Source: an optimization exercise on an open RTL-to-GDS flow (aim: a short achievable clock period and few clock cycles). Production flows keep margins and buffers that such runs may drop.
Only simulation tests tie the RTL to the original design; equivalence was not proved.
Power and IR drop assume default switching activity.

===== design/flow/design.v =====
package matrix_calc_pkg;
	localparam int MAX_DIM  = 5;                   
	localparam int CELLS    = MAX_DIM * MAX_DIM;   
	localparam int ELEM_W   = 8;                   
	localparam int NIB_W    = 4;                   
	localparam int ELEM_MAX = 9;                   
	localparam int DIM_W    = 3;
	localparam int IDX_W    = 5;                   
	localparam int RES_W    = 9;                   
	localparam int GRID_W   = CELLS * NIB_W;       
	localparam int TICK_CYCLES = 16;
	localparam int HOLD_TICKS  = 3;
	typedef logic [DIM_W-1:0]  dim_t;
	typedef logic [IDX_W-1:0]  idx_t;
	typedef logic [ELEM_W-1:0] elem_t;
	typedef logic [NIB_W-1:0]  nib_t;
	typedef logic [RES_W-1:0]  res_t;
	typedef logic [GRID_W-1:0] grid_t;   
	typedef enum logic [2:0] {
		OP_TRANSPOSE = 3'd0,
		OP_SCALAR    = 3'd1,
		OP_ADD       = 3'd2,
		OP_MULTIPLY  = 3'd3
	} op_e;
	typedef enum logic [1:0] {
		IDLE,
		BUSY,
		ERROR
	} calc_state_e;
	typedef enum logic [1:0] {
		GET_M,
		GET_N,
		GET_ELEM
	} load_state_e;
	typedef enum logic [1:0] {
		PH_M,
		PH_N,
		PH_HI,
		PH_LO
	} tx_phase_e;
endpackage
`timescale 1ns/100ps
module matrix_loader (
	input  logic                   clk,
	input  logic                   rst_n,
	input  logic                   rx_valid,
	input  logic [7:0]             rx_data,
	input  logic                   hold,       
	output logic                   wr_en,
	output logic                   wr_slot,
	output matrix_calc_pkg::dim_t  wr_m,
	output matrix_calc_pkg::dim_t  wr_n,
	output matrix_calc_pkg::grid_t wr_data,
	output logic                   load_error
);
	matrix_calc_pkg::load_state_e state;
	matrix_calc_pkg::dim_t        m_q;
	matrix_calc_pkg::dim_t        n_q;
	matrix_calc_pkg::dim_t        r, c;       
	matrix_calc_pkg::grid_t       elem_buf;
	logic                         slot;       
	logic                         pend;       
	logic                         dim_ok;
	logic                         elem_ok;
	logic                         c_last, r_last;
	assign dim_ok  = (rx_data != 8'd0) && (rx_data <= 8'(matrix_calc_pkg::MAX_DIM));
	assign elem_ok = rx_data <= 8'(matrix_calc_pkg::ELEM_MAX);
	assign c_last  = (c == n_q - 1'b1);
	assign r_last  = (r == m_q - 1'b1);
	assign wr_en   = pend && !hold;
	assign wr_slot = slot;
	assign wr_m    = m_q;
	assign wr_n    = n_q;
	assign wr_data = elem_buf;
	always_ff @(posedge clk or negedge rst_n) begin
		if (!rst_n) begin
			state      <= matrix_calc_pkg::GET_M;
			m_q        <= '0;
			n_q        <= '0;
			r          <= '0;
			c          <= '0;
			slot       <= 1'b0;
			pend       <= 1'b0;
			load_error <= 1'b0;
		end else begin
			load_error <= 1'b0;
			if (wr_en) begin
				pend <= 1'b0;
				slot <= ~slot;   
			end
			if (rx_valid) begin
				unique case (state)
					matrix_calc_pkg::GET_M: begin
						m_q <= matrix_calc_pkg::dim_t'(rx_data);
						if (dim_ok)
							state <= matrix_calc_pkg::GET_N;
						else
							load_error <= 1'b1;
					end
					matrix_calc_pkg::GET_N: begin
						n_q <= matrix_calc_pkg::dim_t'(rx_data);
						r <= '0;
						c <= '0;
						load_error <= !dim_ok;
						state <= dim_ok ? matrix_calc_pkg::GET_ELEM : matrix_calc_pkg::GET_M;
					end
					default: begin   
						if (!elem_ok) begin
							load_error <= 1'b1;
							state <= matrix_calc_pkg::GET_M;
						end else if (r_last && c_last) begin
							pend <= 1'b1;   
							state <= matrix_calc_pkg::GET_M;
						end else if (c_last) begin
							c <= '0;
							r <= r + 1'b1;
						end else begin
							c <= c + 1'b1;
						end
					end
				endcase
			end
		end
	end
	always_ff @(posedge clk) begin
		for (int i = 0; i < matrix_calc_pkg::MAX_DIM; i++)
			for (int j = 0; j < matrix_calc_pkg::MAX_DIM; j++)
				if (rx_valid && state == matrix_calc_pkg::GET_ELEM &&
						r == matrix_calc_pkg::dim_t'(i) && c == matrix_calc_pkg::dim_t'(j))
					elem_buf[matrix_calc_pkg::NIB_W*(matrix_calc_pkg::MAX_DIM*i+j) +: matrix_calc_pkg::NIB_W] <= rx_data[3:0];
	end
endmodule
`timescale 1ns/100ps
module matrix_store (
	input  logic                   clk,
	input  logic                   rst_n,
	input  logic                   wr_en,
	input  logic                   wr_slot,
	input  matrix_calc_pkg::dim_t  wr_m,
	input  matrix_calc_pkg::dim_t  wr_n,
	input  matrix_calc_pkg::grid_t wr_data,
	output matrix_calc_pkg::grid_t a_data,
	output matrix_calc_pkg::grid_t b_data,
	output matrix_calc_pkg::dim_t  a_m_nx,
	output matrix_calc_pkg::dim_t  a_n_nx,
	output logic                   a_valid_nx,
	output matrix_calc_pkg::dim_t  b_m_nx,
	output matrix_calc_pkg::dim_t  b_n_nx,
	output logic                   b_valid_nx
);
	matrix_calc_pkg::dim_t  a_m, a_n, b_m, b_n;
	logic                   a_valid, b_valid;
	logic                   wr_a, wr_b;
	assign wr_a = wr_en && !wr_slot;
	assign wr_b = wr_en && wr_slot;
	always_ff @(posedge clk or negedge rst_n) begin
		if (!rst_n) begin
			a_valid <= 1'b0;   
			b_valid <= 1'b0;
		end else begin
			if (wr_a) a_valid <= 1'b1;
			if (wr_b) b_valid <= 1'b1;
		end
	end
	always_ff @(posedge clk) begin
		if (wr_a) begin
			a_m    <= wr_m;
			a_n    <= wr_n;
			a_data <= wr_data;
		end
		if (wr_b) begin
			b_m    <= wr_m;
			b_n    <= wr_n;
			b_data <= wr_data;
		end
	end
	assign a_valid_nx = a_valid || wr_a;
	assign b_valid_nx = b_valid || wr_b;
	assign a_m_nx     = wr_a ? wr_m : a_m;
	assign a_n_nx     = wr_a ? wr_n : a_n;
	assign b_m_nx     = wr_b ? wr_m : b_m;
	assign b_n_nx     = wr_b ? wr_n : b_n;
endmodule
`timescale 1ns/100ps
module matrix_alu (
	input  logic                   clk,
	input  logic                   rst_n,
	input  logic                   run,       
	input  logic [1:0]             op,
	input  matrix_calc_pkg::nib_t  scalar,
	input  matrix_calc_pkg::dim_t  rm,        
	input  matrix_calc_pkg::dim_t  rn,
	input  matrix_calc_pkg::dim_t  an,
	input  matrix_calc_pkg::grid_t a_data,
	input  matrix_calc_pkg::grid_t b_data,
	input  matrix_calc_pkg::dim_t  rd_r,
	input  matrix_calc_pkg::dim_t  rd_c,
	output matrix_calc_pkg::res_t  rd_elem
);
	localparam int D = matrix_calc_pkg::MAX_DIM;
	localparam int W = matrix_calc_pkg::NIB_W;
	matrix_calc_pkg::dim_t r, c;              
	logic                  v1, v2, v3;
	matrix_calc_pkg::dim_t r1, c1, r2, c2;
	matrix_calc_pkg::nib_t x  [D];
	matrix_calc_pkg::nib_t y  [D];
	matrix_calc_pkg::nib_t x1 [D];
	matrix_calc_pkg::nib_t y1 [D];
	logic [7:0]            p2 [D];
	matrix_calc_pkg::res_t sum;
	matrix_calc_pkg::res_t res_buf [D*D];
	always_ff @(posedge clk or negedge rst_n) begin
		if (!rst_n) begin
			r <= '0;
			c <= '0;
			v1 <= 1'b0;
			v2 <= 1'b0;
			v3 <= 1'b0;
		end else begin
			v1 <= run && (r < rm);
			v2 <= v1;
			v3 <= v2;
			if (!run) begin
				r <= '0;
				c <= '0;
			end else if (r < rm) begin
				if (c == rn - 1'b1) begin
					c <= '0;
					r <= r + 1'b1;
				end else begin
					c <= c + 1'b1;
				end
			end
		end
	end
	function automatic matrix_calc_pkg::nib_t get_cell(input matrix_calc_pkg::grid_t g,
		input matrix_calc_pkg::dim_t i, input matrix_calc_pkg::dim_t j);
		get_cell = '0;
		for (int ii = 0; ii < D; ii++)
			for (int jj = 0; jj < D; jj++)
				if (i == matrix_calc_pkg::dim_t'(ii) && j == matrix_calc_pkg::dim_t'(jj))
					get_cell = g[W*(D*ii+jj) +: W];
	endfunction
	always_comb begin
		for (int k = 0; k < D; k++) begin
			x[k] = '0;
			y[k] = '0;
		end
		unique case (op)
			2'd0: begin   
				x[0] = get_cell(a_data, c, r);
				y[0] = 4'd1;
			end
			2'd1: begin   
				x[0] = get_cell(a_data, r, c);
				y[0] = scalar;
			end
			2'd2: begin   
				x[0] = get_cell(a_data, r, c);
				y[0] = 4'd1;
				x[1] = get_cell(b_data, r, c);
				y[1] = 4'd1;
			end
			default: begin   
				for (int k = 0; k < D; k++) begin
					x[k] = (matrix_calc_pkg::dim_t'(k) < an) ? get_cell(a_data, r, matrix_calc_pkg::dim_t'(k)) : '0;
					y[k] = get_cell(b_data, matrix_calc_pkg::dim_t'(k), c);
				end
			end
		endcase
	end
	always_ff @(posedge clk) begin
		for (int k = 0; k < D; k++) begin
			x1[k] <= x[k];
			y1[k] <= y[k];
			p2[k] <= x1[k] * y1[k];
		end
		r1 <= r;
		c1 <= c;
		r2 <= r1;
		c2 <= c1;
	end
	always_comb begin
		sum = '0;
		for (int k = 0; k < D; k++)
			sum = sum + matrix_calc_pkg::res_t'(p2[k]);
	end
	always_ff @(posedge clk) begin
		if (v2)
			res_buf[D*r2+c2] <= sum;
	end
	assign rd_elem = res_buf[D*rd_r+rd_c];
endmodule
`timescale 1ns/100ps
module result_sender (
	input  logic                  clk,
	input  logic                  rst_n,
	input  logic                  busy,
	input  logic                  refused,     
	input  logic                  start_ok,    
	input  matrix_calc_pkg::dim_t start_m,     
	input  logic                  tx_busy,
	input  matrix_calc_pkg::dim_t res_m,
	input  matrix_calc_pkg::dim_t res_n,
	input  matrix_calc_pkg::res_t rd_elem,
	output matrix_calc_pkg::dim_t rd_r,
	output matrix_calc_pkg::dim_t rd_c,
	output logic                  tx_start,
	output logic [7:0]            tx_data,
	output logic                  send_done
);
	logic                        pend;       
	logic [7:0]                  tx_q;
	matrix_calc_pkg::tx_phase_e  ph;         
	matrix_calc_pkg::dim_t       sr, sc;     
	logic                        last;
	assign last      = (ph == matrix_calc_pkg::PH_LO) && (sr == res_m - 1'b1) && (sc == res_n - 1'b1);
	assign tx_start  = pend && !tx_busy;
	assign tx_data   = tx_q;
	assign send_done = tx_start && last;
	assign rd_r      = sr;
	assign rd_c      = sc;
	always_ff @(posedge clk or negedge rst_n) begin
		if (!rst_n) begin
			pend <= 1'b0;
			ph <= matrix_calc_pkg::PH_M;
			sr <= '0;
			sc <= '0;
		end else if (!busy) begin
			pend <= start_ok;
			ph <= matrix_calc_pkg::PH_M;
			sr <= '0;
			sc <= '0;
		end else if (tx_start) begin
			pend <= 1'b0;
			unique case (ph)
				matrix_calc_pkg::PH_M:  ph <= matrix_calc_pkg::PH_N;
				matrix_calc_pkg::PH_N:  ph <= matrix_calc_pkg::PH_HI;
				matrix_calc_pkg::PH_HI: ph <= matrix_calc_pkg::PH_LO;
				default: begin
					ph <= matrix_calc_pkg::PH_HI;
					if (sc == res_n - 1'b1) begin
						sc <= '0;
						sr <= sr + 1'b1;
					end else begin
						sc <= sc + 1'b1;
					end
				end
			endcase
		end else if (!pend && !refused) begin
			pend <= 1'b1;
		end
	end
	always_ff @(posedge clk) begin
		if (!busy)
			tx_q <= 8'(start_m);
		else if (!pend) begin
			unique case (ph)
				matrix_calc_pkg::PH_N:  tx_q <= 8'(res_n);
				matrix_calc_pkg::PH_HI: tx_q <= 8'(rd_elem[matrix_calc_pkg::RES_W-1:8]);
				default:                tx_q <= rd_elem[7:0];
			endcase
		end
	end
endmodule
`timescale 1ns/100ps
module countdown_timer (
	input  logic clk,
	input  logic rst_n,
	input  logic timer_start,
	output logic active,
	output logic expired
);
	logic [$clog2(matrix_calc_pkg::TICK_CYCLES)-1:0] presc;
	logic [$clog2(matrix_calc_pkg::HOLD_TICKS)-1:0]  ticks;   
	always_ff @(posedge clk or negedge rst_n) begin
		if (!rst_n) begin
			active <= 1'b0;
			expired <= 1'b0;
			presc <= '0;
			ticks <= '0;
		end else begin
			expired <= 1'b0;
			if (timer_start) begin
				active <= 1'b1;
				presc <= '0;
				ticks <= ($clog2(matrix_calc_pkg::HOLD_TICKS))'(matrix_calc_pkg::HOLD_TICKS - 1);
			end else if (active) begin
				if (presc == ($clog2(matrix_calc_pkg::TICK_CYCLES))'(matrix_calc_pkg::TICK_CYCLES - 1)) begin
					presc <= '0;
					if (ticks == '0) begin
						active <= 1'b0;
						expired <= 1'b1;   
					end else begin
						ticks <= ticks - 1'b1;
					end
				end else begin
					presc <= presc + 1'b1;
				end
			end
		end
	end
endmodule
`timescale 1ns/100ps
module calc_fsm (
	input  logic                   clk,
	input  logic                   rst_n,
	input  logic                   confirm,
	input  logic [7:0]             command,
	input  logic [7:0]             scalar_in,
	input  logic                   load_error,
	input  logic                   send_done,
	input  logic                   timer_active,
	input  logic                   timer_expired,
	input  matrix_calc_pkg::dim_t  a_m,        
	input  matrix_calc_pkg::dim_t  a_n,
	input  logic                   a_valid,
	input  matrix_calc_pkg::dim_t  b_m,
	input  matrix_calc_pkg::dim_t  b_n,
	input  logic                   b_valid,
	output logic [1:0]             op,
	output matrix_calc_pkg::nib_t  scalar,
	output matrix_calc_pkg::dim_t  res_m,
	output matrix_calc_pkg::dim_t  res_n,
	output matrix_calc_pkg::dim_t  in_n,       
	output logic                   refused,
	output logic                   start_ok,
	output matrix_calc_pkg::dim_t  start_m,
	output logic                   timer_start,
	output logic                   busy,
	output logic                   error
);
	matrix_calc_pkg::calc_state_e state, next_state;
	logic [2:0]                   cmd;
	logic                         bad;
	logic                         take;
	matrix_calc_pkg::dim_t        m_nx, n_nx;
	logic                         load_err_q;
	assign cmd = command[2:0];
	always_comb begin
		unique case (cmd)
			3'(matrix_calc_pkg::OP_TRANSPOSE): bad = !a_valid;
			3'(matrix_calc_pkg::OP_SCALAR):    bad = !a_valid || scalar_in > 8'(matrix_calc_pkg::ELEM_MAX);
			3'(matrix_calc_pkg::OP_ADD):       bad = !(a_valid && b_valid && a_m == b_m && a_n == b_n);
			3'(matrix_calc_pkg::OP_MULTIPLY):  bad = !(a_valid && b_valid && a_n == b_m);
			default:                           bad = 1'b1;
		endcase
	end
	assign m_nx = (cmd[1:0] == 2'd0) ? a_n : a_m;
	assign n_nx = (cmd[1:0] == 2'd0) ? a_m : (cmd[1:0] == 2'd3) ? b_n : a_n;
	assign take = (state == matrix_calc_pkg::IDLE) && !(load_error || load_err_q) &&
		confirm && !timer_active;
	always_comb begin
		next_state = state;
		unique case (state)
			matrix_calc_pkg::IDLE: begin
				if (load_error || load_err_q)
					next_state = matrix_calc_pkg::ERROR;
				else if (confirm && !timer_active)
					next_state = matrix_calc_pkg::BUSY;
			end
			matrix_calc_pkg::BUSY: begin
				if (refused)
					next_state = matrix_calc_pkg::ERROR;
				else if (send_done)
					next_state = matrix_calc_pkg::IDLE;
			end
			matrix_calc_pkg::ERROR: begin
				if (timer_expired)
					next_state = matrix_calc_pkg::IDLE;
			end
			default: next_state = matrix_calc_pkg::IDLE;
		endcase
	end
	always_ff @(posedge clk or negedge rst_n) begin
		if (!rst_n) begin
			state <= matrix_calc_pkg::IDLE;
			op <= '0;
			scalar <= '0;
			res_m <= '0;
			res_n <= '0;
			in_n <= '0;
			refused <= 1'b0;
			load_err_q <= 1'b0;
		end else begin
			state <= next_state;
			if (!busy) begin
				op <= cmd[1:0];
				scalar <= scalar_in[3:0];
				res_m <= m_nx;
				res_n <= n_nx;
				in_n <= a_n;
				refused <= bad;
			end
			if (state == matrix_calc_pkg::IDLE)
				load_err_q <= 1'b0;   
			else if (load_error && state != matrix_calc_pkg::ERROR)
				load_err_q <= 1'b1;
		end
	end
	assign start_ok = take && !bad;
	assign start_m  = m_nx;
	assign timer_start = (next_state == matrix_calc_pkg::ERROR) && (state != matrix_calc_pkg::ERROR);
	assign error       = (state == matrix_calc_pkg::ERROR) && !timer_expired;
	assign busy        = (state == matrix_calc_pkg::BUSY);
endmodule
`timescale 1ns/100ps
module matrix_calc_top (
	input  logic       clk,
	input  logic       rst_n,
	input  logic       rx_valid,
	input  logic [7:0] rx_data,
	input  logic [7:0] command,
	input  logic [7:0] scalar_in,
	input  logic       confirm,
	input  logic       tx_busy,
	output logic       tx_start,
	output logic [7:0] tx_data,
	output logic       busy,
	output logic       error,
	output logic       timer_active
);
	logic                   wr_en, wr_slot, load_error;
	matrix_calc_pkg::dim_t  wr_m, wr_n;
	matrix_calc_pkg::grid_t wr_data;
	matrix_calc_pkg::dim_t  a_m, a_n, b_m, b_n;
	matrix_calc_pkg::grid_t a_data, b_data;
	logic                   a_valid, b_valid;
	logic [1:0]             op;
	matrix_calc_pkg::nib_t  scalar;
	matrix_calc_pkg::dim_t  res_m, res_n, in_n, start_m, rd_r, rd_c;
	logic                   refused, start_ok, send_done;
	logic                   timer_start, timer_expired;
	matrix_calc_pkg::res_t  rd_elem;
	matrix_loader u_loader (.clk, .rst_n, .rx_valid, .rx_data, .hold(busy), .wr_en, .wr_slot,
		.wr_m, .wr_n, .wr_data, .load_error);
	matrix_store u_store (.clk, .rst_n, .wr_en, .wr_slot, .wr_m, .wr_n, .wr_data,
		.a_data, .b_data, .a_m_nx(a_m), .a_n_nx(a_n), .a_valid_nx(a_valid),
		.b_m_nx(b_m), .b_n_nx(b_n), .b_valid_nx(b_valid));
	calc_fsm u_fsm (.clk, .rst_n, .confirm, .command, .scalar_in, .load_error,
		.send_done, .timer_active, .timer_expired,
		.a_m, .a_n, .a_valid, .b_m, .b_n, .b_valid,
		.op, .scalar, .res_m, .res_n, .in_n, .refused, .start_ok, .start_m,
		.timer_start, .busy, .error);
	matrix_alu u_alu (.clk, .rst_n, .run(busy), .op, .scalar, .rm(res_m), .rn(res_n),
		.an(in_n), .a_data, .b_data, .rd_r, .rd_c, .rd_elem);
	result_sender u_sender (.clk, .rst_n, .busy, .refused, .start_ok, .start_m,
		.tx_busy, .res_m, .res_n, .rd_elem, .rd_r, .rd_c, .tx_start, .tx_data, .send_done);
	countdown_timer u_timer (.clk, .rst_n, .timer_start, .active(timer_active),
		.expired(timer_expired));
endmodule

===== design/flow/run.sh =====
#!/bin/bash
# synth_recipe.tcl (not shown) runs the flow's synth.tcl, then flattens the netlist and writes it again
# the make line also repeats each setting of config.mk as NAME=value (left out here)
make -C /OpenROAD-flow-scripts/flow DESIGN_CONFIG=/design/flow/config.mk WORK_HOME=/design/flow/orfs CLKGATE_MAP_FILE= SYNTH_SCRIPT=/design/flow/synth_recipe.tcl finish

===== design/flow/config.mk =====
export PLATFORM = sky130hd
export DESIGN_NAME = matrix_calc_top
export DESIGN_NICKNAME = matrix_calc_top
export VERILOG_FILES = /design/flow/design.v
export SDC_FILE = /design/flow/constraint.sdc
export NUM_CORES = 4
export LEC_CHECK = 0
export CAP_MARGIN = 20
export CORE_MARGIN = 2
export CORE_UTILIZATION = 40
export SETUP_SLACK_MARGIN = 5
export SLEW_MARGIN = 20

===== design/flow/constraint.sdc =====
create_clock -name core_clock -period 11.0 [get_ports {clk}]
set_input_delay 2.2000 -clock core_clock [delete_from_list [all_inputs] [get_ports {clk}]]
set_output_delay 2.2000 -clock core_clock [all_outputs]
set_load 0.01 [all_outputs]

==> summary.txt, run 1 <==
Floorplan
  • Overall die height: 290 um
  • Cell row count: 104
  • I/O Pins: 41
  • Initial Util: 40.5%
  • Core Region: 0.0808 mm2
  • Die Footprint: 0.0841 mm2
  • DIE WIDTH: 290 um

Logic synthesis
  • Xor-xnor portion of the synthesized cell area: 1.87%
  • Synth Warn #: 11
  • Post-Synth Adder-Cell Area: 7.53%
  • Library cells used by synthesis: 89
  • Ys flop type: edfxtp_1
  • Largest cells by area after synthesis: edfxtp_1 48%, dfxtp_1 6.7%, dfrtp_1 4.8%, ha_1 4.8%, mux4_2 4.3%
  • Multiplexer share of the synthesized area: 5.57%
  • Post-synth top area cell: edfxtp_1
  • Cell area after synthesis: 0.0327 mm2
  • Largest family of logic cells by synthesized area: compound AO/OA/AOI/OAI gates
  • EDFF count, synth: 528
  • Top cell type's share of synthesized area: 48.5%
  • Post-synthesis compound-gate area fraction: 11.9%
  • Sequential-to-total area share from yosys stat: 59.9%
  • Async SR Flop Fraction: 9.00%
  • Leading cell types by count after synthesis: 528 x edfxtp_1, 217 x nor2_1, 192 x nand2_1
  • Synth Instances: 2539
  • Simple-gate share of the synthesized area: 10.3%
  • Flops & latches, synth: 700
  • Syn_nets: 2738
  • Count leader, synth: edfxtp_1
  • Syn avg cell area: 12.9 um2

Min path
  • Hold Path Class: flip-flop to flip-flop
  • WHS Path Cells: 0

Clock tree
  • Max Buffers Root-to-Sink: 3
  • Post_cts resized: 1
  • Clock transition at path regs: 0.05 ns
  • Clock sink count: 700
  • Worst-Skew Late Latency: 0.65 ns
  • Htree depth: 3
  • Post-CTS setup buffers: 0
  • Clock root buffer: clkbuf_16
  • Cts bufs inserted: 75
  • CTS tree: yes
  • Hold_buf cts: 0

Layout
  • Sequential cell area: 0.0196 mm2
  • Core Util, Final: 45.6%
  • Fin nets: 2764
  • FILL cells: 7185
  • Area added between synthesis and finish: 12.6%
  • Area of the multi-input gates: 0.0123 mm2
  • Share of cells above drive strength 1: 10.3%

Power and ir drop
  • Clk pwr share: 44.2%
  • P_int: 0.00443 W
  • Switching part of the total power: 22.2%
  • Pleak: 13.4 nW
  • Net Switching: 0.00126 W
  • Power Total: 0.00569 W
  • Comb pwr share: 4.2%
  • Power per cell area: 154 mW/mm2
  • Peak supply drop: 0.126 mV
  • Flop pwr share: 51.6%

Placed design
  • DP Wirelength: 67000 um
  • Post-placement setup slack: 4.96 ns
  • GPL Wtd Cong: 0.978
  • Count of input and output buffers: 35

Global routing
  • First-pass GRT wire length: 140000 um
  • Total GRT Usage: 22.1%
  • Busiest grt layer: met2
  • Grt met1 use: 28.5%
  • Vias in the first global route: 21700
  • Met2 Usage GRT: 36.2%
  • Global route overflow: 0
  • Largest net degree at the start of global routing: 67
  • Initial antenna violation count: 4
  • GR Util met3: 3.80%

Routing
  • WL final: 94500 um
  • DR vias/cell: 5.89
  • Vias: 21700
  • Detail Route Antenna Nets: 0
  • Residual DRC count: 0
  • Drt wl/cell: 25.6 um
  • First-iteration detailed-routing DRC count: 2610
  • Initial DRT Pass Iterations: 6

STA
  • Fin. max-slew vios: 0
  • Sum Neg Setup Slack: 0 ns
  • RSZ-0062 raised after global routing: false
  • Period utilization: 53.1%
  • Tmin final: 5.84 ns
  • Slew @ Worst Pin: 1.32 ns
  • Final setup viols: 0
  • Setup Skew: 0.0515 ns
  • Hold Vio Cnt, Final: 0
  • Relative slew slack: 9.97%
  • Upper clock frequency limit: 0.171 GHz
  • Final setup slack of the worst path: 5.16 ns

Setup path
  • Worst Path Required: 8.80 ns
  • Reg2Reg Depth: 10
  • Crit-path max FO: 10
  • Worst path slowest cell: clkdlybuf4s50_1
  • Worst stage delay on the critical path: 0.63 ns
  • CP Cell Sequence: clkdlybuf4s50_1 -> nor2b_2 -> clkdlybuf4s50_1
  • Reg-to-reg slack, setup: 6.07 ns
  • CP Capture Type: output port
  • Crit path arrival time: 3.64 ns
  • Cell mode on critical path: clkdlybuf4s50_1
  • CP Launch Type: input port
  • Critical path type: input port to output port

Status
  • Status: finished clean

Run
  • Max Cap Violations: 0
## power groups by stage
stage | combinational [W] | clock [W] | sequential [W]
2_1_floorplan | 0.000140 | 0 | 0.00298
3_3_place_gp | 0.000224 | 0 | 0.00299
4_1_cts | 0.000237 | 0.00257 | 0.00294
3_5_place_dp | 0.000236 | 0 | 0.00299
5_1_grt | 0.000268 | 0.00268 | 0.00294
6_report | 0.000240 | 0.00251 | 0.00294
## cell type report
class / instances / area share, %
clock inverter: 49 / 1.39
timing repair buffer: 81 / 1.87
multi-input combinational: 1604 / 33.4
clock buffer: 89 / 5.40
sequential: 700 / 53.2
antenna: 2 / 0.0136
inverter: 103 / 1.06
tap: 1060 / 3.60
## cell families (layout without fill, tap and decap cells)
kind of cell               count (synthesis)  count (layout)
DFF                                      700             700
and+or+nand+nor                          691             691
AOI/OAI and AO/OA                        574             574
buffers and inverters                    235             322
adders and majority gates                170             170
muxes                                     99              99
xor gates and xnor gates                  70              70
other                                      0               2
## flip-flops by register name (all words and copies together), names as in the netlist, 4 cells and up
signal / cells
u_timer.presc: 4
u_store.a_data: 100
u_store.b_data: 100
u_sender.tx_q: 8
u_alu.y1: 20
u_alu.p2: 40
u_alu.res_buf: 225
u_loader.elem_buf: 100
u_fsm.scalar: 4
u_alu.x1: 20
## final timing paths
| kind | to | start |
|---|---|---|
| max reg2reg | u_alu.x1[1][1] | u_alu.c[1] |
| min in group asynchronous | u_loader.r[0] | rst_n |
| min reg2reg | u_alu.c2[1] | u_alu.c1[1] |
| max in group asynchronous | u_fsm.in_n[0] | rst_n |
| min | u_alu.c2[1] | u_alu.c1[1] |
| max | tx_start | tx_busy |
## worst max-delay path: cells and delay by family
kind                   cells  cell delay, ns
buffers and inverters      2            1.05
and+or+nand+nor            1            0.39
## layout by cell type, fill, tap and decap left out, types with 22 or more instances in the layout
cell type / n
clkdlybuf4s50_1: 34
clkbuf_16: 76
nor3_1: 33
a221oi_1: 56
edfxtp_1: 528
nor2b_1: 24
dfxtp_1: 109
inv_1: 99
mux4_2: 63
nor2_1: 217
buf_4: 46
mux2i_1: 22
fa_1: 45
xor2_1: 23
a211oi_1: 33
and2_1: 73
o21ai_0: 129
a31oi_1: 25
xnor2_1: 40
dfrtp_1: 63
a21oi_1: 107
nand2_1: 192
ha_1: 121
nand3_1: 36
## through the flow
step                      std cells  hold WS, ns  cell area (um2)
final                          3688        0.324            36800
after global routing           3687        0.327            36800
after CTS                      3686        0.325            36800
after detailed placement       3548        0.312            34300
after global placement         3548        0.313            34300
after floorplan                2539        0.310            32700
## per-layer routing
metal,wire [um],up-vias
li1,-,9688
met1,38100,10800
met2,44700,983
met3,6580,260
met4,5060,2
met5,34,-
Testbench counts, summed over its fixed seeds: cycles 244,618.
==> run 2, diff against run 1 <==
--- a/design/flow/config.mk
+++ b/design/flow/config.mk
@@ -9,4 +9,3 @@
 export CORE_MARGIN = 2
 export CORE_UTILIZATION = 40
-export SETUP_SLACK_MARGIN = 5
 export SLEW_MARGIN = 20
==> run 2 against run 1 <==
  * Still clean
  * Core utilization about the same
  * Worst setup slack got worse by 0.21 ns
  * Clock-buffer cell count unchanged
  * Critical path type unchanged
==> summary.txt, run 2 <==
Logic synthesis
  • Async SR Flop Fraction: 9.00%
  • Syn_nets: 2738
  • Library cells used by synthesis: 89
  • Synth Warn #: 11
  • Post-synth top area cell: edfxtp_1
  • Largest cells by area after synthesis: edfxtp_1 48%, dfxtp_1 6.7%, dfrtp_1 4.8%, ha_1 4.8%, mux4_2 4.3%
  • Ys flop type: edfxtp_1
  • Sequential-to-total area share from yosys stat: 59.9%
  • Flops & latches, synth: 700
  • Count leader, synth: edfxtp_1
  • EDFF count, synth: 528
  • Synth Instances: 2539
  • Syn avg cell area: 12.9 um2
  • Leading cell types by count after synthesis: 528 x edfxtp_1, 217 x nor2_1, 192 x nand2_1
  • Cell area after synthesis: 0.0327 mm2
  • Top cell type's share of synthesized area: 48.5%

Clock tree
  • Cts bufs inserted: 75
  • Max Buffers Root-to-Sink: 3
  • Clock root buffer: clkbuf_16
  • Htree depth: 3
  • Hold_buf cts: 0
  • Worst-Skew Late Latency: 0.65 ns
  • Clock transition at path regs: 0.05 ns
  • Clock sink count: 700
  • Post_cts resized: 0
  • Post-CTS setup buffers: 0
  • CTS tree: yes

Layout
  • Reg with most FFs: u_alu.res_buf
  • Area added between synthesis and finish: 12.6%
  • Core Util, Final: 45.6%
  • Largest register FFs: 225
  • Share of cells above drive strength 1: 10.2%
  • Fin nets: 2764
  • Most frequent cells in the layout: 528 x edfxtp_1, 217 x nor2_1, 192 x nand2_1
  • Area of the multi-input gates: 0.0123 mm2
  • Most common cell after layout, fill and taps aside: edfxtp_1
  • Sequential cell area: 0.0196 mm2
  • FILL cells: 7183

STA
  • RSZ-0062 raised after global routing: false
  • Final setup viols: 0
  • Upper clock frequency limit: 0.165 GHz
  • Tmin final: 6.06 ns
  • Sum Neg Setup Slack: 0 ns
  • Period utilization: 55.1%
  • Relative slew slack: 12.3%
  • Fin. max-slew vios: 0
  • Hold Vio Cnt, Final: 0
  • Hold WS: 0.324 ns
  • Setup Skew: 0.0528 ns
  • Slew @ Worst Pin: 1.28 ns

Routing
  • Residual DRC count: 0
  • DR vias/cell: 5.89
  • Detail Route Antenna Nets: 0
  • Initial DRT Pass Iterations: 6
  • Drt wl/cell: 25.6 um
  • WL final: 94300 um
  • Vias: 21700
  • First-iteration detailed-routing DRC count: 2493

Floorplan
  • Core Region: 0.0808 mm2
  • I/O Pins: 41
  • Overall die height: 290 um
  • Cell row count: 104
  • Initial Util: 40.5%
  • Die Footprint: 0.0841 mm2
  • DIE WIDTH: 290 um

Global routing
  • Global route overflow: 0
  • Total GRT Usage: 22.1%
  • First-pass GRT wire length: 140000 um
  • Vias in the first global route: 21700
  • Largest net degree at the start of global routing: 67
  • Initial antenna violation count: 4

Power and ir drop
  • Pleak: 13.4 nW
  • Power per cell area: 154 mW/mm2
  • Power Total: 0.00569 W
  • Peak supply drop: 0.127 mV

Setup path
  • Worst stage delay on the critical path: 0.67 ns
  • Reg-to-reg slack, setup: 6.04 ns
  • Worst path slowest cell: clkdlybuf4s50_1
  • CP Cell Sequence: clkdlybuf4s50_1 -> nor2b_1 -> clkdlybuf4s50_1
  • CP Capture Type: output port
  • CP Launch Type: input port
  • Crit path arrival time: 3.86 ns
  • Crit-path max FO: 10
  • Worst Path Required: 8.80 ns
  • Critical path type: input port to output port
  • Cell mode on critical path: clkdlybuf4s50_1

Run
  • Max Cap Violations: 0

Placed design
  • Count of input and output buffers: 35
  • GPL Wtd Cong: 0.978
  • DP Wirelength: 67000 um

Status
  • Status: finished clean

Min path
  • Hold Path Class: flip-flop to flip-flop
## run 2: area by class of cell
| class | instances | area share, % |
|---|---|---|
| clock inverter | 49 | 1.39 |
| inverter | 103 | 1.06 |
| tap | 1060 | 3.60 |
| clock buffer | 89 | 5.40 |
| timing repair buffer | 81 | 1.87 |
| sequential | 700 | 53.2 |
| multi-input combinational | 1604 | 33.4 |
| antenna | 1 | 0.00679 |
## run 2: kinds of logic after synthesis
family	synth area share (%)
DFF	59.9
adders and majority gates	7.53
xor gates and xnor gates	1.87
muxes	5.57
AOI/OAI and AO/OA	11.9
and+or+nand+nor	10.3
buffers and inverters	2.92
## run 2: path summary, 6_finish.rpt
kind | startpoint | cells past startpoint | to
setup reg to reg | u_alu.c[1] | 10 | u_alu.x1[1][1]
min in group asynchronous | rst_n | 2 | u_loader.r[0]
hold reg to reg | u_alu.c1[1] | 0 | u_alu.c2[1]
max in group asynchronous | rst_n | 2 | u_fsm.in_n[0]
setup / recovery | tx_busy | 3 | tx_start
hold / removal | u_alu.c1[1] | 0 | u_alu.c2[1]
## run 2: critical path: cells and delay by family
| kind | cells | cell delay, ns |
|---|---|---|
| buf+inv | 2 | 1.07 |
| simple gates | 1 | 0.59 |
## run 2: metal layers
| metal | up-vias | share of wire [%] | track usage, % |
|---|---|---|---|
| met4 | 0 | 5.4 | 11.0 |
| li1 | 9680 | - | - |
| met3 | 260 | 6.5 | 3.80 |
| met5 | - | 0 | 0 |
| met1 | 10800 | 41 | 28.5 |
| met2 | 967 | 47 | 36.2 |
## run 2: power by group
part	total, W	leakage, nW	internal [W]	switching (W)
combinational	0.000240	5.65	0.0000865	0.000154
clock	0.00251	1.21	0.00144	0.00107
sequential	0.00294	6.53	0.00290	0.0000347
total	0.00569	13.4	0.00443	0.00126
## run 2: stage by stage
| step | std cells | area (um2) | setup WS [ns] |
|---|---|---|---|
| final | 3687 | 36800 | 4.94 |
| after global placement | 3548 | 34300 | 4.98 |
| after detailed placement | 3548 | 34300 | 4.96 |
| after floorplan | 2539 | 32700 | 6.20 |
| after global routing | 3687 | 36800 | 4.84 |
| after CTS | 3686 | 36800 | 4.95 |
==> run 3, diff against run 2 <==
==> design/flow/flow/run.sh (new file) <==
#!/bin/bash
set -euo pipefail
bash standard.sh SETUP_SLACK_MARGIN=6.4 \
	"BUFFER_PORTS_ARGS=-buffer_cell sky130_fd_sc_hd__buf_4" finish > standard_flow.log 2>&1
==> design/flow/standard.sh (new file) <==
#!/bin/bash
# synth_recipe.tcl (not shown) runs the flow's synth.tcl, then flattens the netlist and writes it again
# the make line also repeats each setting of config.mk as NAME=value (left out here)
make -C /OpenROAD-flow-scripts/flow DESIGN_CONFIG=/design/flow/config.mk WORK_HOME=/design/flow/orfs CLKGATE_MAP_FILE= SYNTH_SCRIPT=/design/flow/synth_recipe.tcl "${@:-finish}"
removed: design/flow/run.sh
==> run 3 against run 2 <==
  * Die area did not move
  * Largest cell class unchanged
  * Power rose by 0.74%
  * Sequential cell count did not move
  * Synthesized area did not move
  * Clock power rose by 2%
  * Highest routed layer unchanged
  * Worst setup slack improved by 1.3 ns
==> summary.txt, run 3 <==
Setup path
  • RR Endpoint: u_alu.x1[1][1]
  • Worst r2r src: u_alu.c[2]
  • Worst Path Required: 8.80 ns
  • CP Cell Sequence: buf_6 -> nor2b_4 -> buf_6
  • Cell mode on critical path: buf_6
  • Worst path top cell family by delay: buffers and inverters
  • Reg-to-reg slack, setup: 6.46 ns
  • Worst path slowest cell: nor2b_4
  • Reg2Reg Depth: 11
  • Crit path arrival time: 2.51 ns
  • WP buf/inv: 2
  • Worst stage delay on the critical path: 0.11 ns
  • Crit-path max FO: 2
  • CP Launch Type: input port
  • CP Capture Type: output port
  • Critical path type: input port to output port

Clock tree
  • Clock sink count: 700
  • CTS tree: yes
  • Max Buffers Root-to-Sink: 3
  • Clock root buffer: clkbuf_16
  • Clock transition at path regs: 0.05 ns
  • Hold_buf cts: 0
  • Cts bufs inserted: 76
  • Htree depth: 3
  • Worst-Skew Late Latency: 0.65 ns

Logic synthesis
  • Synth Instances: 2539
  • Ys flop type: edfxtp_1
  • Syn_nets: 2738
  • Largest cells by area after synthesis: edfxtp_1 48%, dfxtp_1 6.7%, dfrtp_1 4.8%, ha_1 4.8%, mux4_2 4.3%
  • Top cell type's share of synthesized area: 48.5%
  • Syn avg cell area: 12.9 um2
  • Post-synth top area cell: edfxtp_1
  • Leading cell types by count after synthesis: 528 x edfxtp_1, 217 x nor2_1, 192 x nand2_1
  • Flops & latches, synth: 700
  • Cell area after synthesis: 0.0327 mm2
  • Library cells used by synthesis: 89
  • Synth Warn #: 11
  • Async SR Flop Fraction: 9.00%
  • EDFF count, synth: 528
  • Count leader, synth: edfxtp_1
  • Sequential-to-total area share from yosys stat: 59.9%

STA
  • Upper clock frequency limit: 0.212 GHz
  • Tmin final: 4.71 ns
  • RSZ-0062 raised after global routing: true
  • Fin. max-slew vios: 0
  • Slew @ Worst Pin: 1.11 ns
  • Sum Neg Setup Slack: 0 ns
  • Hold Vio Cnt, Final: 0
  • Period utilization: 42.9%
  • Relative slew slack: 24.1%
  • Setup Skew: 0.0446 ns
  • Final setup viols: 0

Layout
  • Most common cell after layout, fill and taps aside: edfxtp_1
  • Area added between synthesis and finish: 12.9%
  • Largest register FFs: 225
  • Share of cells above drive strength 1: 12.1%
  • Most frequent cells in the layout: 528 x edfxtp_1, 214 x nor2_1, 192 x nand2_1
  • Finished Layout Cells: 3696
  • Reg with most FFs: u_alu.res_buf
  • Fin nets: 2772

Routing
  • Detail Route Antenna Nets: 0
  • Initial DRT Pass Iterations: 6
  • Drt wl/cell: 25.7 um
  • Residual DRC count: 0
  • First-iteration detailed-routing DRC count: 2351
  • Vias: 21600
  • DR vias/cell: 5.85
  • WL final: 95200 um

Floorplan
  • Cell row count: 104
  • DIE WIDTH: 290 um
  • Initial Util: 40.5%
  • I/O Pins: 41
  • Core Region: 0.0808 mm2
  • Die Footprint: 0.0841 mm2
  • Overall die height: 290 um

Min path
  • HP Start: u_alu.c1[1]
  • Worst Hold End: u_alu.c2[1]
  • Hold Path Class: flip-flop to flip-flop
  • WHS Path Cells: 0

Global routing
  • First-pass GRT wire length: 141000 um
  • Largest net degree at the start of global routing: 71
  • Total GRT Usage: 22.3%
  • Vias in the first global route: 21600
  • Global route overflow: 0
  • Initial antenna violation count: 2

Placed design
  • Placed cell count: 3548
  • Count of input and output buffers: 35
  • GPL Wtd Cong: 1.02
  • DP Wirelength: 67200 um

Power and ir drop
  • Power per cell area: 155 mW/mm2
  • Pleak: 13.5 nW
  • Peak supply drop: 0.134 mV

Status
  • Status: finished clean

Run
  • Max Cap Violations: 0
[run 3: changes by cell type in the layout (fill, tap and decap cells not counted), moves of 3 or more]
cell,previous run,this run
buf_4,46,83
clkbuf_1,9,15
clkbuf_8,4,7
clkdlybuf4s50_1,34,0
clkinv_1,16,9
clkinv_4,1,5
nor2_1,217,214
nor2_2,0,3
[run 3: what timing repair did]
| action | in CTS | in global routing |
|---|---|---|
| setup endpoints to repair | 2 | 52 |
| cloned | 0 | 2 |
| setup buffers | 1 | 4 |
| gates resized for setup | 6 | 5 |
| hold endpoints to repair | 0 | 0 |
| pin swaps | 0 | 3 |
[run 3: power by group]
group / total (W) / internal [W] / switching [W]
Clock: 0.00256 / 0.00149 / 0.00107
Sequential: 0.00294 / 0.00290 / 0.0000339
Combinational: 0.000236 / 0.0000833 / 0.000153
Total: 0.00573 / 0.00447 / 0.00126
[run 3: how the worst max path moves through the flow]
| stage | startpoint | cells after the start | endpoint |
|---|---|---|---|
| 6_report | tx_busy | 3 | tx_start |
| 5_1_grt | tx_busy | 3 | tx_start |
| 4_1_cts | tx_busy | 3 | tx_start |
| 3_5_place_dp | tx_busy | 3 | tx_start |
| 3_3_place_gp | tx_busy | 3 | tx_start |
| 2_1_floorplan | tx_busy | 2 | tx_start |
[run 3: area by class of cell]
cell class	count	area [um2]
inverter	103	389
antenna	1	2.50
timing repair buffer	86	666
tap	1060	1330
clock inverter	42	504
fill	7162	43900
clock buffer	98	2050
sequential	700	19600
multi-input combinational	1606	12400
[run 3: kinds of logic after synthesis]
kind of cell	count (synthesis)	synth area share, %
DFF	700	59.9
and+or+nand+nor	691	10.3
AOI/OAI and AO/OA	574	11.9
buffers and inverters	235	2.92
adders and majority gates	170	7.53
muxes	99	5.57
xor gates and xnor gates	70	1.87
[run 3: stage by stage]
stage	power, W	util [%]	hold slack, ns	area, um2	worst slack [ns]
6_report	0.00573	45.7	0.324	36900	6.29
5_1_grt	0.00592	45.7	0.330	36900	6.27
4_1_cts	0.00579	45.5	0.325	36800	6.29
3_5_place_dp	0.00322	42.3	0.312	34200	5.69
3_3_place_gp	0.00321	42.3	0.313	34200	5.70
2_1_floorplan	0.00312	-	0.310	32700	6.33
[run 3: routing by layer]
layer	wire (um)	vias to the layer above	track usage, %
met5	0	-	0
met4	4270	0	9.60
met3	6260	233	3.94
met2	46200	920	37.2
met1	38400	10800	28.7
li1	-	9679	-
==> run 4, diff against run 3 <==
--- a/design/flow/design.v
+++ b/design/flow/design.v
@@ -201,45 +201,87 @@
 	localparam int W = matrix_calc_pkg::NIB_W;
 	matrix_calc_pkg::dim_t r, c;              
-	logic                  v1, v2, v3;
-	matrix_calc_pkg::dim_t r1, c1, r2, c2;
-	matrix_calc_pkg::nib_t x  [D];
-	matrix_calc_pkg::nib_t y  [D];
-	matrix_calc_pkg::nib_t x1 [D];
-	matrix_calc_pkg::nib_t y1 [D];
+	logic [D-1:0]          rh, ch;            
+	logic                  walk;              
+	logic                  c_end;             
+	logic                  v1, v2;
+	logic [D*D-1:0]        cell1, we2;        
+	matrix_calc_pkg::nib_t rar [D];           
+	matrix_calc_pkg::nib_t bcc [D];           
+	matrix_calc_pkg::nib_t rac [D];           
+	matrix_calc_pkg::nib_t rbr [D];           
+	matrix_calc_pkg::nib_t ea_rc, ea_cr, eb_rc;
+	matrix_calc_pkg::nib_t rar1 [D];
+	matrix_calc_pkg::nib_t bcc1 [D];
+	matrix_calc_pkg::nib_t ea_rc1, ea_cr1, eb_rc1;
+	matrix_calc_pkg::nib_t x [D];
+	matrix_calc_pkg::nib_t y [D];
 	logic [7:0]            p2 [D];
 	matrix_calc_pkg::res_t sum;
 	matrix_calc_pkg::res_t res_buf [D*D];
+	assign walk  = (r < rm);
+	assign c_end = (c == rn - 1'b1);
 	always_ff @(posedge clk or negedge rst_n) begin
 		if (!rst_n) begin
 			r <= '0;
 			c <= '0;
+			rh <= D'(1);
+			ch <= D'(1);
 			v1 <= 1'b0;
 			v2 <= 1'b0;
-			v3 <= 1'b0;
 		end else begin
-			v1 <= run && (r < rm);
+			v1 <= run && walk;
 			v2 <= v1;
-			v3 <= v2;
 			if (!run) begin
 				r <= '0;
 				c <= '0;
-			end else if (r < rm) begin
-				if (c == rn - 1'b1) begin
+				rh <= D'(1);
+				ch <= D'(1);
+			end else if (walk) begin
+				if (c_end) begin
 					c <= '0;
+					ch <= D'(1);
 					r <= r + 1'b1;
+					rh <= {rh[D-2:0], 1'b0};
 				end else begin
 					c <= c + 1'b1;
+					ch <= {ch[D-2:0], 1'b0};
 				end
 			end
 		end
 	end
-	function automatic matrix_calc_pkg::nib_t get_cell(input matrix_calc_pkg::grid_t g,
-		input matrix_calc_pkg::dim_t i, input matrix_calc_pkg::dim_t j);
-		get_cell = '0;
-		for (int ii = 0; ii < D; ii++)
-			for (int jj = 0; jj < D; jj++)
-				if (i == matrix_calc_pkg::dim_t'(ii) && j == matrix_calc_pkg::dim_t'(jj))
-					get_cell = g[W*(D*ii+jj) +: W];
-	endfunction
+	always_comb begin
+		for (int k = 0; k < D; k++) begin
+			rar[k] = '0;
+			bcc[k] = '0;
+			rac[k] = '0;
+			rbr[k] = '0;
+			for (int i = 0; i < D; i++) begin
+				rar[k] = rar[k] | ({W{rh[i]}} & a_data[W*(D*i+k) +: W]);
+				rbr[k] = rbr[k] | ({W{rh[i]}} & b_data[W*(D*i+k) +: W]);
+				rac[k] = rac[k] | ({W{ch[i]}} & a_data[W*(D*i+k) +: W]);
+				bcc[k] = bcc[k] | ({W{ch[i]}} & b_data[W*(D*k+i) +: W]);
+			end
+		end
+		ea_rc = '0;
+		eb_rc = '0;
+		ea_cr = '0;
+		for (int k = 0; k < D; k++) begin
+			ea_rc = ea_rc | ({W{ch[k]}} & rar[k]);
+			eb_rc = eb_rc | ({W{ch[k]}} & rbr[k]);
+			ea_cr = ea_cr | ({W{rh[k]}} & rac[k]);
+		end
+	end
+	always_ff @(posedge clk) begin
+		for (int k = 0; k < D; k++) begin
+			rar1[k] <= (matrix_calc_pkg::dim_t'(k) < an) ? rar[k] : '0;
+			bcc1[k] <= bcc[k];
+		end
+		ea_rc1 <= ea_rc;
+		ea_cr1 <= ea_cr;
+		eb_rc1 <= eb_rc;
+		for (int i = 0; i < D; i++)
+			for (int j = 0; j < D; j++)
+				cell1[D*i+j] <= rh[i] && ch[j];
+	end
 	always_comb begin
 		for (int k = 0; k < D; k++) begin
@@ -249,21 +291,21 @@
 		unique case (op)
 			2'd0: begin   
-				x[0] = get_cell(a_data, c, r);
+				x[0] = ea_cr1;
 				y[0] = 4'd1;
 			end
 			2'd1: begin   
-				x[0] = get_cell(a_data, r, c);
+				x[0] = ea_rc1;
 				y[0] = scalar;
 			end
 			2'd2: begin   
-				x[0] = get_cell(a_data, r, c);
+				x[0] = ea_rc1;
 				y[0] = 4'd1;
-				x[1] = get_cell(b_data, r, c);
+				x[1] = eb_rc1;
 				y[1] = 4'd1;
 			end
 			default: begin   
 				for (int k = 0; k < D; k++) begin
-					x[k] = (matrix_calc_pkg::dim_t'(k) < an) ? get_cell(a_data, r, matrix_calc_pkg::dim_t'(k)) : '0;
-					y[k] = get_cell(b_data, matrix_calc_pkg::dim_t'(k), c);
+					x[k] = rar1[k];
+					y[k] = bcc1[k];
 				end
 			end
@@ -271,13 +313,7 @@
 	end
 	always_ff @(posedge clk) begin
-		for (int k = 0; k < D; k++) begin
-			x1[k] <= x[k];
-			y1[k] <= y[k];
-			p2[k] <= x1[k] * y1[k];
-		end
-		r1 <= r;
-		c1 <= c;
-		r2 <= r1;
-		c2 <= c1;
+		for (int k = 0; k < D; k++)
+			p2[k] <= x[k] * y[k];
+		we2 <= v1 ? cell1 : '0;
 	end
 	always_comb begin
@@ -287,8 +323,15 @@
 	end
 	always_ff @(posedge clk) begin
-		if (v2)
-			res_buf[D*r2+c2] <= sum;
+		for (int e = 0; e < D*D; e++)
+			if (we2[e])
+				res_buf[e] <= sum;
+	end
+	always_comb begin
+		rd_elem = '0;
+		for (int i = 0; i < D; i++)
+			for (int j = 0; j < D; j++)
+				if (rd_r == matrix_calc_pkg::dim_t'(i) && rd_c == matrix_calc_pkg::dim_t'(j))
+					rd_elem = res_buf[D*i+j];
 	end
-	assign rd_elem = res_buf[D*rd_r+rd_c];
 endmodule
 `timescale 1ns/100ps
==> run 4 against run 3 <==
  * Sequential cell count increased by 59
  * Critical path depth stayed put
  * Sequential share of layout area rose by 5.4 points
  * Power increased by 1.9%
  * Final cell count shrank 4.8%
  * Hold slack improved by 0.11 ns
  * First-iteration DRC count is 25% higher
  * Core utilization shrank 0.58 points
==> summary.txt, run 4 <==
Layout
  • Fin nets: 2589
  • Most frequent cells in the layout: 528 x edfxtp_1, 216 x nand2_1, 159 x dfxtp_1
  • Most common cell after layout, fill and taps aside: edfxtp_1
  • Area added between synthesis and finish: 11.8%
  • Number of inserted diodes: 0
  • Reg with most FFs: u_alu.res_buf
  • FILL cells: 6924
  • Largest register FFs: 225
  • Share of cells above drive strength 1: 8.79%

Power and ir drop
  • Power per cell area: 164 mW/mm2
  • Peak supply drop: 0.162 mV
  • Pleak: 13.4 nW
  • Net Switching: 0.00125 W
  • P_int: 0.00459 W
  • Comb pwr share: 3.7%
  • Switching part of the total power: 21.4%
  • Clk pwr share: 42.9%
  • Power Total: 0.00584 W
  • Flop pwr share: 53.4%

STA
  • Setup Skew: 0.0238 ns
  • Period utilization: 42.9%
  • RSZ-0062 raised after global routing: true
  • Upper clock frequency limit: 0.212 GHz
  • Relative slew slack: 21.9%
  • Fin. max-slew vios: 0
  • Hold Vio Cnt, Final: 0
  • Final setup viols: 0
  • Sum Neg Setup Slack: 0 ns
  • Slew @ Worst Pin: 1.17 ns
  • Tmin final: 4.71 ns

Setup path
  • CP Capture Type: output port
  • Crit-path max FO: 2
  • Crit path arrival time: 2.51 ns
  • Cell mode on critical path: buf_6
  • CP Launch Type: input port
  • Critical path type: input port to output port
  • Worst Path Required: 8.80 ns
  • Worst stage delay on the critical path: 0.11 ns
  • CP Cell Sequence: buf_6 -> nor2b_4 -> buf_6
  • Worst path slowest cell: nor2b_4

Floorplan
  • Initial Util: 40.4%
  • I/O Pins: 41
  • DIE WIDTH: 286 um
  • Core Region: 0.0790 mm2
  • Die Footprint: 0.0820 mm2
  • Overall die height: 286 um
  • Cell row count: 103

Routing
  • Residual DRC count: 0
  • WL final: 81400 um
  • Initial DRT Pass Iterations: 10
  • Vias: 20300
  • Detail Route Antenna Nets: 0
  • Drt wl/cell: 23.1 um
  • DR vias/cell: 5.78
  • First-iteration detailed-routing DRC count: 2936

Clock tree
  • CTS tree: yes
  • Clock transition at path regs: 0.06 ns
  • Max Buffers Root-to-Sink: 3
  • Clock root buffer: clkbuf_16
  • Worst-Skew Late Latency: 0.62 ns
  • Hold_buf cts: 0
  • Clock sink count: 759
  • Cts bufs inserted: 76
  • Htree depth: 3

Logic synthesis
  • Syn avg cell area: 13.3 um2
  • Library cells used by synthesis: 85
  • Post-synth top area cell: edfxtp_1
  • Flops & latches, synth: 759
  • Cell area after synthesis: 0.0319 mm2
  • Largest cells by area after synthesis: edfxtp_1 50%, dfxtp_1 10%, dfrtp_1 5.5%, ha_1 4.3%, fa_1 2.7%
  • Synth Instances: 2401
  • Async SR Flop Fraction: 9.49%
  • Count leader, synth: edfxtp_1
  • Ys flop type: edfxtp_1
  • Sequential-to-total area share from yosys stat: 65.3%
  • EDFF count, synth: 528
  • Synth Warn #: 16
  • Syn_nets: 2583
  • Leading cell types by count after synthesis: 528 x edfxtp_1, 216 x nand2_1, 159 x dfxtp_1
  • Top cell type's share of synthesized area: 49.7%

Global routing
  • Global route overflow: 0
  • Total GRT Usage: 19.8%
  • First-pass GRT wire length: 124000 um
  • Largest net degree at the start of global routing: 73
  • Vias in the first global route: 20000
  • Initial antenna violation count: 5

Status
  • Status: finished clean

Placed design
  • Count of input and output buffers: 35
  • DP Wirelength: 54300 um
  • GPL Wtd Cong: 0.876

Run
  • Max Cap Violations: 0

Min path
  • Hold Path Class: flip-flop to flip-flop
[run 4: changes by cell type in the layout (fill, tap and decap cells not counted), moves of 15 or more]
| cell | change |
|---|---|
| dfxtp_1 | +50 |
| buf_4 | -23 |
| o311ai_0 | -15 |
| nor2_1 | -93 |
| a211oi_1 | -17 |
| o21ai_0 | -58 |
| nand3_1 | +20 |
| nand2_1 | +24 |
| a221oi_1 | -52 |
| mux4_2 | -63 |
| and3_1 | +33 |
| a222oi_1 | +84 |
| a22oi_1 | +78 |
[run 4: through the flow]
| step | hold WS, ns | utilization (%) | worst slack [ns] | cell area [um2] | cells |
|---|---|---|---|---|---|
| floorplan | 0.406 | - | 6.33 | 31900 | 2401 |
| global placement | 0.417 | 42.1 | 5.82 | 33200 | 3378 |
| detailed placement | 0.419 | 42.1 | 5.78 | 33200 | 3378 |
| CTS | 0.433 | 45.1 | 6.29 | 35700 | 3519 |
| global route | 0.447 | 45.1 | 6.27 | 35700 | 3519 |
| finish | 0.432 | 45.1 | 6.29 | 35700 | 3519 |
[run 4: cell families (layout without fill, tap and decap cells)]
logic type	count (synthesis)	count (layout)	synth area share [%]
AOI/OAI and AO/OA	532	532	12.2
xor gates and xnor gates	60	60	1.69
adders and majority gates	153	153	7.01
buffers and inverters	225	293	2.72
DFF	759	759	65.3
muxes	23	23	0.780
and+or+nand+nor	649	649	10.3
[run 4: path summary, 6_finish.rpt]
kind / start / to / slack [ns] / cells past startpoint
worst max-delay path: tx_busy / tx_start / 6.29 / 3
worst min register to register: u_alu.cell1[16] / u_alu.we2[16] / 0.43 / 1
worst min-delay path: u_alu.cell1[16] / u_alu.we2[16] / 0.43 / 1
min in group asynchronous: rst_n / u_loader.state[0] / 1.72 / 1
worst max register to register: u_alu.p2[4][1] / u_alu.res_buf[24][7] / 6.63 / 14
max in group asynchronous: rst_n / u_alu.ch[4] / 8.57 / 1
[run 4: final cells by class]
cell class                 instances  area (um2)  area share, %
timing repair buffer              62         473           1.33
inverter                          91         347          0.972
sequential                       759       20800           58.5
clock inverter                    32         269          0.754
clock buffer                     108        2130           5.98
multi-input combinational       1417       10300           28.8
tap                             1050        1310           3.68
[run 4: power groups by stage]
stage                     clock network (W)  logic (W)  registers [W]
after floorplan                           0   0.000135        0.00317
after detailed placement                  0   0.000216        0.00318
after global routing                0.00268   0.000242        0.00312
after global placement                    0   0.000207        0.00318
after CTS                           0.00256   0.000216        0.00312
final                               0.00251   0.000215        0.00312
[run 4: critical path, delay by kind of cell]
kind          cells  cell delay (ns)
simple gates      1             0.11
buf+inv           2             0.21
[run 4: what timing repair did]
item                                    4_1_cts  5_1_grt
resized for setup                             5        0
endpoints found under the setup margin        2        1
setup buffers                                 1        0
[run 4: layer usage]
layer | vias to the layer above | share of wire (%) | wire length [um] | GRT usage, %
met2 | 1019 | 47 | 38400 | 32.3
met4 | 2 | 3.5 | 2890 | 7.37
met1 | 9994 | 41 | 33800 | 27.1
met3 | 177 | 7.8 | 6320 | 2.68
li1 | 9156 | - | - | -
met5 | - | 0.018 | 15 | 0
Testbench counts of run 4, summed over its fixed seeds: cycles 244,618.
==> run 5, diff against run 4 <==
==> design/flow/run.sh (new file) <==
#!/bin/bash
# synth_recipe.tcl (not shown) runs the flow's synth.tcl, then flattens the netlist and writes it again
# the make line also repeats each setting of config.mk as NAME=value (left out here)
make -C /OpenROAD-flow-scripts/flow DESIGN_CONFIG=/design/flow/config.mk WORK_HOME=/design/flow/orfs CLKGATE_MAP_FILE= SYNTH_SCRIPT=/design/flow/synth_recipe.tcl finish
--- a/design/flow/config.mk
+++ b/design/flow/config.mk
@@ -9,3 +9,4 @@
 export CORE_MARGIN = 2
 export CORE_UTILIZATION = 40
+export SETUP_SLACK_MARGIN = 5
 export SLEW_MARGIN = 20
removed: design/flow/flow/run.sh
removed: design/flow/standard.sh
==> run 5 against run 4 <==
  * Register-to-register slack worse by 0.08 ns
  * Largest power group unchanged
  * Global-route usage is 0.11 points higher
  * Largest cell class unchanged
  * Via count up 0.20%
  * First-iteration DRC count decreased by 7.5%
  * Routed wire length rose by 0.30%
  * Synthesized cell count unchanged
  * Critical endpoint unchanged
  * Hold slack worse by 0.0020 ns
  * Combinational power increased by 2%
  * Clock-buffer cell count fell by 4
  * Core utilization grew 0.25 points
  * Final cell count about the same
==> summary.txt, run 5 <==
Logic synthesis
  • Synth Warn #: 16
  • Sequential-to-total area share from yosys stat: 65.3%
  • Cell area after synthesis: 0.0319 mm2
  • Synth Instances: 2401
  • Library cells used by synthesis: 85
  • Top cell type's share of synthesized area: 49.7%
  • Post-synth top area cell: edfxtp_1
  • Syn avg cell area: 13.3 um2
  • Ys flop type: edfxtp_1
  • Flops & latches, synth: 759
  • Leading cell types by count after synthesis: 528 x edfxtp_1, 216 x nand2_1, 159 x dfxtp_1
  • Async SR Flop Fraction: 9.49%
  • EDFF count, synth: 528
  • Largest cells by area after synthesis: edfxtp_1 50%, dfxtp_1 10%, dfrtp_1 5.5%, ha_1 4.3%, fa_1 2.7%
  • Count leader, synth: edfxtp_1
  • Syn_nets: 2583

STA
  • Relative slew slack: 22.2%
  • Fin. max-slew vios: 0
  • Setup Skew: 0.0209 ns
  • Hold WS: 0.430 ns
  • Sum Neg Setup Slack: 0 ns
  • Tmin final: 5.77 ns
  • Final setup viols: 0
  • Period utilization: 52.4%
  • Upper clock frequency limit: 0.173 GHz
  • RSZ-0062 raised after global routing: false
  • Slew @ Worst Pin: 1.17 ns
  • Hold Vio Cnt, Final: 0

Setup path
  • CP Launch Type: input port
  • Critical path type: input port to output port
  • Worst path slowest cell: clkdlybuf4s50_1
  • Cell mode on critical path: clkdlybuf4s50_1
  • Crit-path max FO: 9
  • CP Cell Sequence: clkdlybuf4s50_1 -> nor2b_2 -> clkdlybuf4s50_1
  • Crit path arrival time: 3.57 ns
  • Worst path top cell family by delay: buffers and inverters
  • CP Capture Type: output port
  • WP buf/inv: 2
  • Worst Path Required: 8.80 ns
  • Worst stage delay on the critical path: 0.62 ns

Global routing
  • Largest net degree at the start of global routing: 66
  • Total GRT Usage: 19.9%
  • Global route overflow: 0
  • Vias in the first global route: 20000
  • First-pass GRT wire length: 124000 um
  • Initial antenna violation count: 1

Placed design
  • DP Area: 0.0334 mm2
  • GPL Wtd Cong: 0.841
  • Placed cell count: 3382
  • DP Wirelength: 54700 um
  • Count of input and output buffers: 35

Clock tree
  • Worst-Skew Late Latency: 0.62 ns
  • Max Buffers Root-to-Sink: 3
  • Htree depth: 3
  • Clock root buffer: clkbuf_16
  • Clock transition at path regs: 0.05 ns
  • CTS tree: yes
  • Post-CTS setup buffers: 0
  • Clock sink count: 759
  • Cts bufs inserted: 76

Routing
  • Residual DRC count: 0
  • WL final: 81700 um
  • Detail Route Antenna Nets: 0
  • First-iteration detailed-routing DRC count: 2717
  • DR vias/cell: 5.79
  • Drt wl/cell: 23.2 um
  • Vias: 20400
  • Initial DRT Pass Iterations: 13

Layout
  • Finished Layout Cells: 3522
  • Final Instance Area: 0.0359 mm2
  • Most frequent cells in the layout: 528 x edfxtp_1, 216 x nand2_1, 159 x dfxtp_1
  • Largest register FFs: 225
  • Number of inserted diodes: 0
  • Area added between synthesis and finish: 12.4%
  • Fin nets: 2592
  • Reg with most FFs: u_alu.res_buf
  • Share of cells above drive strength 1: 7.69%
  • Most common cell after layout, fill and taps aside: edfxtp_1

Floorplan
  • Die Footprint: 0.0820 mm2
  • Overall die height: 286 um
  • Core Region: 0.0790 mm2
  • DIE WIDTH: 286 um
  • I/O Pins: 41
  • Initial Util: 40.4%
  • Cell row count: 103

Power and ir drop
  • Peak supply drop: 0.123 mV
  • Pleak: 13.4 nW
  • Power Total: 0.00593 W
  • Power per cell area: 165 mW/mm2

Run
  • Max Cap Violations: 0

Min path
  • Hold Path Class: flip-flop to flip-flop

Status
  • Status: finished clean
==> run 5: cell counts after synthesis <==
No cell type changed its count.
==> run 5: logic make-up after synthesis <==
group | count (synthesis) | synth area share [%]
AOI/OAI and AO/OA | 532 | 12.2
xor gates and xnor gates | 60 | 1.69
adders and majority gates | 153 | 7.01
buffers and inverters | 225 | 2.72
DFF | 759 | 65.3
muxes | 23 | 0.780
and+or+nand+nor | 649 | 10.3
==> run 5: layer usage <==
layer	up-vias	global-route usage, %	routed length [um]
met5	-	0	0
met3	161	2.58	6010
met1	10000	27.2	33900
li1	9170	-	-
met2	1021	32.3	38700
met4	0	7.76	2980
==> run 5: worst paths after layout <==
path                                       from                  end  slack [ns]  depth (start not counted)
min in group asynchronous                 rst_n    u_loader.state[0]        1.40                          1
worst min-delay path            u_alu.cell1[17]        u_alu.we2[17]        0.43                          1
max in group asynchronous                 rst_n          u_alu.ch[4]        8.50                          2
worst max register to register   u_alu.p2[4][1]  u_alu.res_buf[8][7]        6.55                         14
worst max-delay path                    tx_busy             tx_start        5.23                          3
worst min register to register  u_alu.cell1[17]        u_alu.we2[17]        0.43                          1
==> run 5: cell type report <==
cell class,count,area (um2)
Inverter,91,344
Tap cell,1050,1310
Clock inverter,36,355
Multi-Input combinational cell,1417,10300
Sequential cell,759,20800
Clock buffer,104,2140
Timing Repair Buffer,65,573
Fill cell,6979,43100
==> run 5: worst register-to-register path: cells and delay by family (launching register included) <==
family / cells / cell delay, ns
adders and majority gates: 5 / 2.06
buffers and inverters: 4 / 0.26
DFF: 1 / 0.32
AOI/OAI and AO/OA: 4 / 0.65
xor gates and xnor gates: 1 / 0.79
==> run 5: per-stage QoR <==
step                      worst slack, ns  utilization [%]
after global routing                 5.14             45.4
after CTS                            5.02             45.4
final                                5.23             45.4
after global placement               5.08             42.2
after floorplan                      6.22                -
after detailed placement             5.03             42.2
==> run 5: what timing repair did <==
item	4_1_cts	5_1_grt
hold buffers	0	0
setup endpoints to repair	0	1
gates resized for setup	0	1
==> run 5: where the power goes <==
part	internal (W)	leakage, nW	switching [W]	total (W)
Combinational	0.0000844	5.15	0.000135	0.000220
Clock	0.00151	1.22	0.00108	0.00259
Sequential	0.00308	7.03	0.0000350	0.00312

-- afterwards: timing with drivers on the ports --
The flow's constraints put no driver on any port. The routed layouts listed below were extracted and timed again, unchanged, in two steps. Step 1: set_driving_cell puts a clkbuf_16 on clk and a buf_2 on each other input, an assumption about the parent block. Step 2 times the ports against the registers' clock, not the clock port: input delays grow and output delays shrink by t, the midpoint of the rising clock arrivals with the driver on. Slacks: ideal ports / drivers / drivers and shift; pairs: ideal ports / drivers.
run | t (ns) | slack for setup (ns) | worst setup path after step 2 | latest minus earliest clock arrival (ns)
run 1 | 0.689 | 5.157 / 5.133 / 5.133 | input to output | 0.054 / 0.054
run 2 | 0.692 | 4.943 / 4.918 / 4.918 | input to output | 0.056 / 0.056
run 3 | 0.694 | 6.285 / 6.252 / 6.252 | input to output | 0.046 / 0.046
run 4 | 0.669 | 6.286 / 6.254 / 6.254 | input to output | 0.032 / 0.031
run 5 | 0.673 | 5.231 / 5.210 / 5.210 | input to output | 0.027 / 0.027
After both steps setup and hold are still met in every run listed. The setup slack of run 3, which loses most, moves by -0.033 ns with the drivers and by -0.033 ns with both steps.
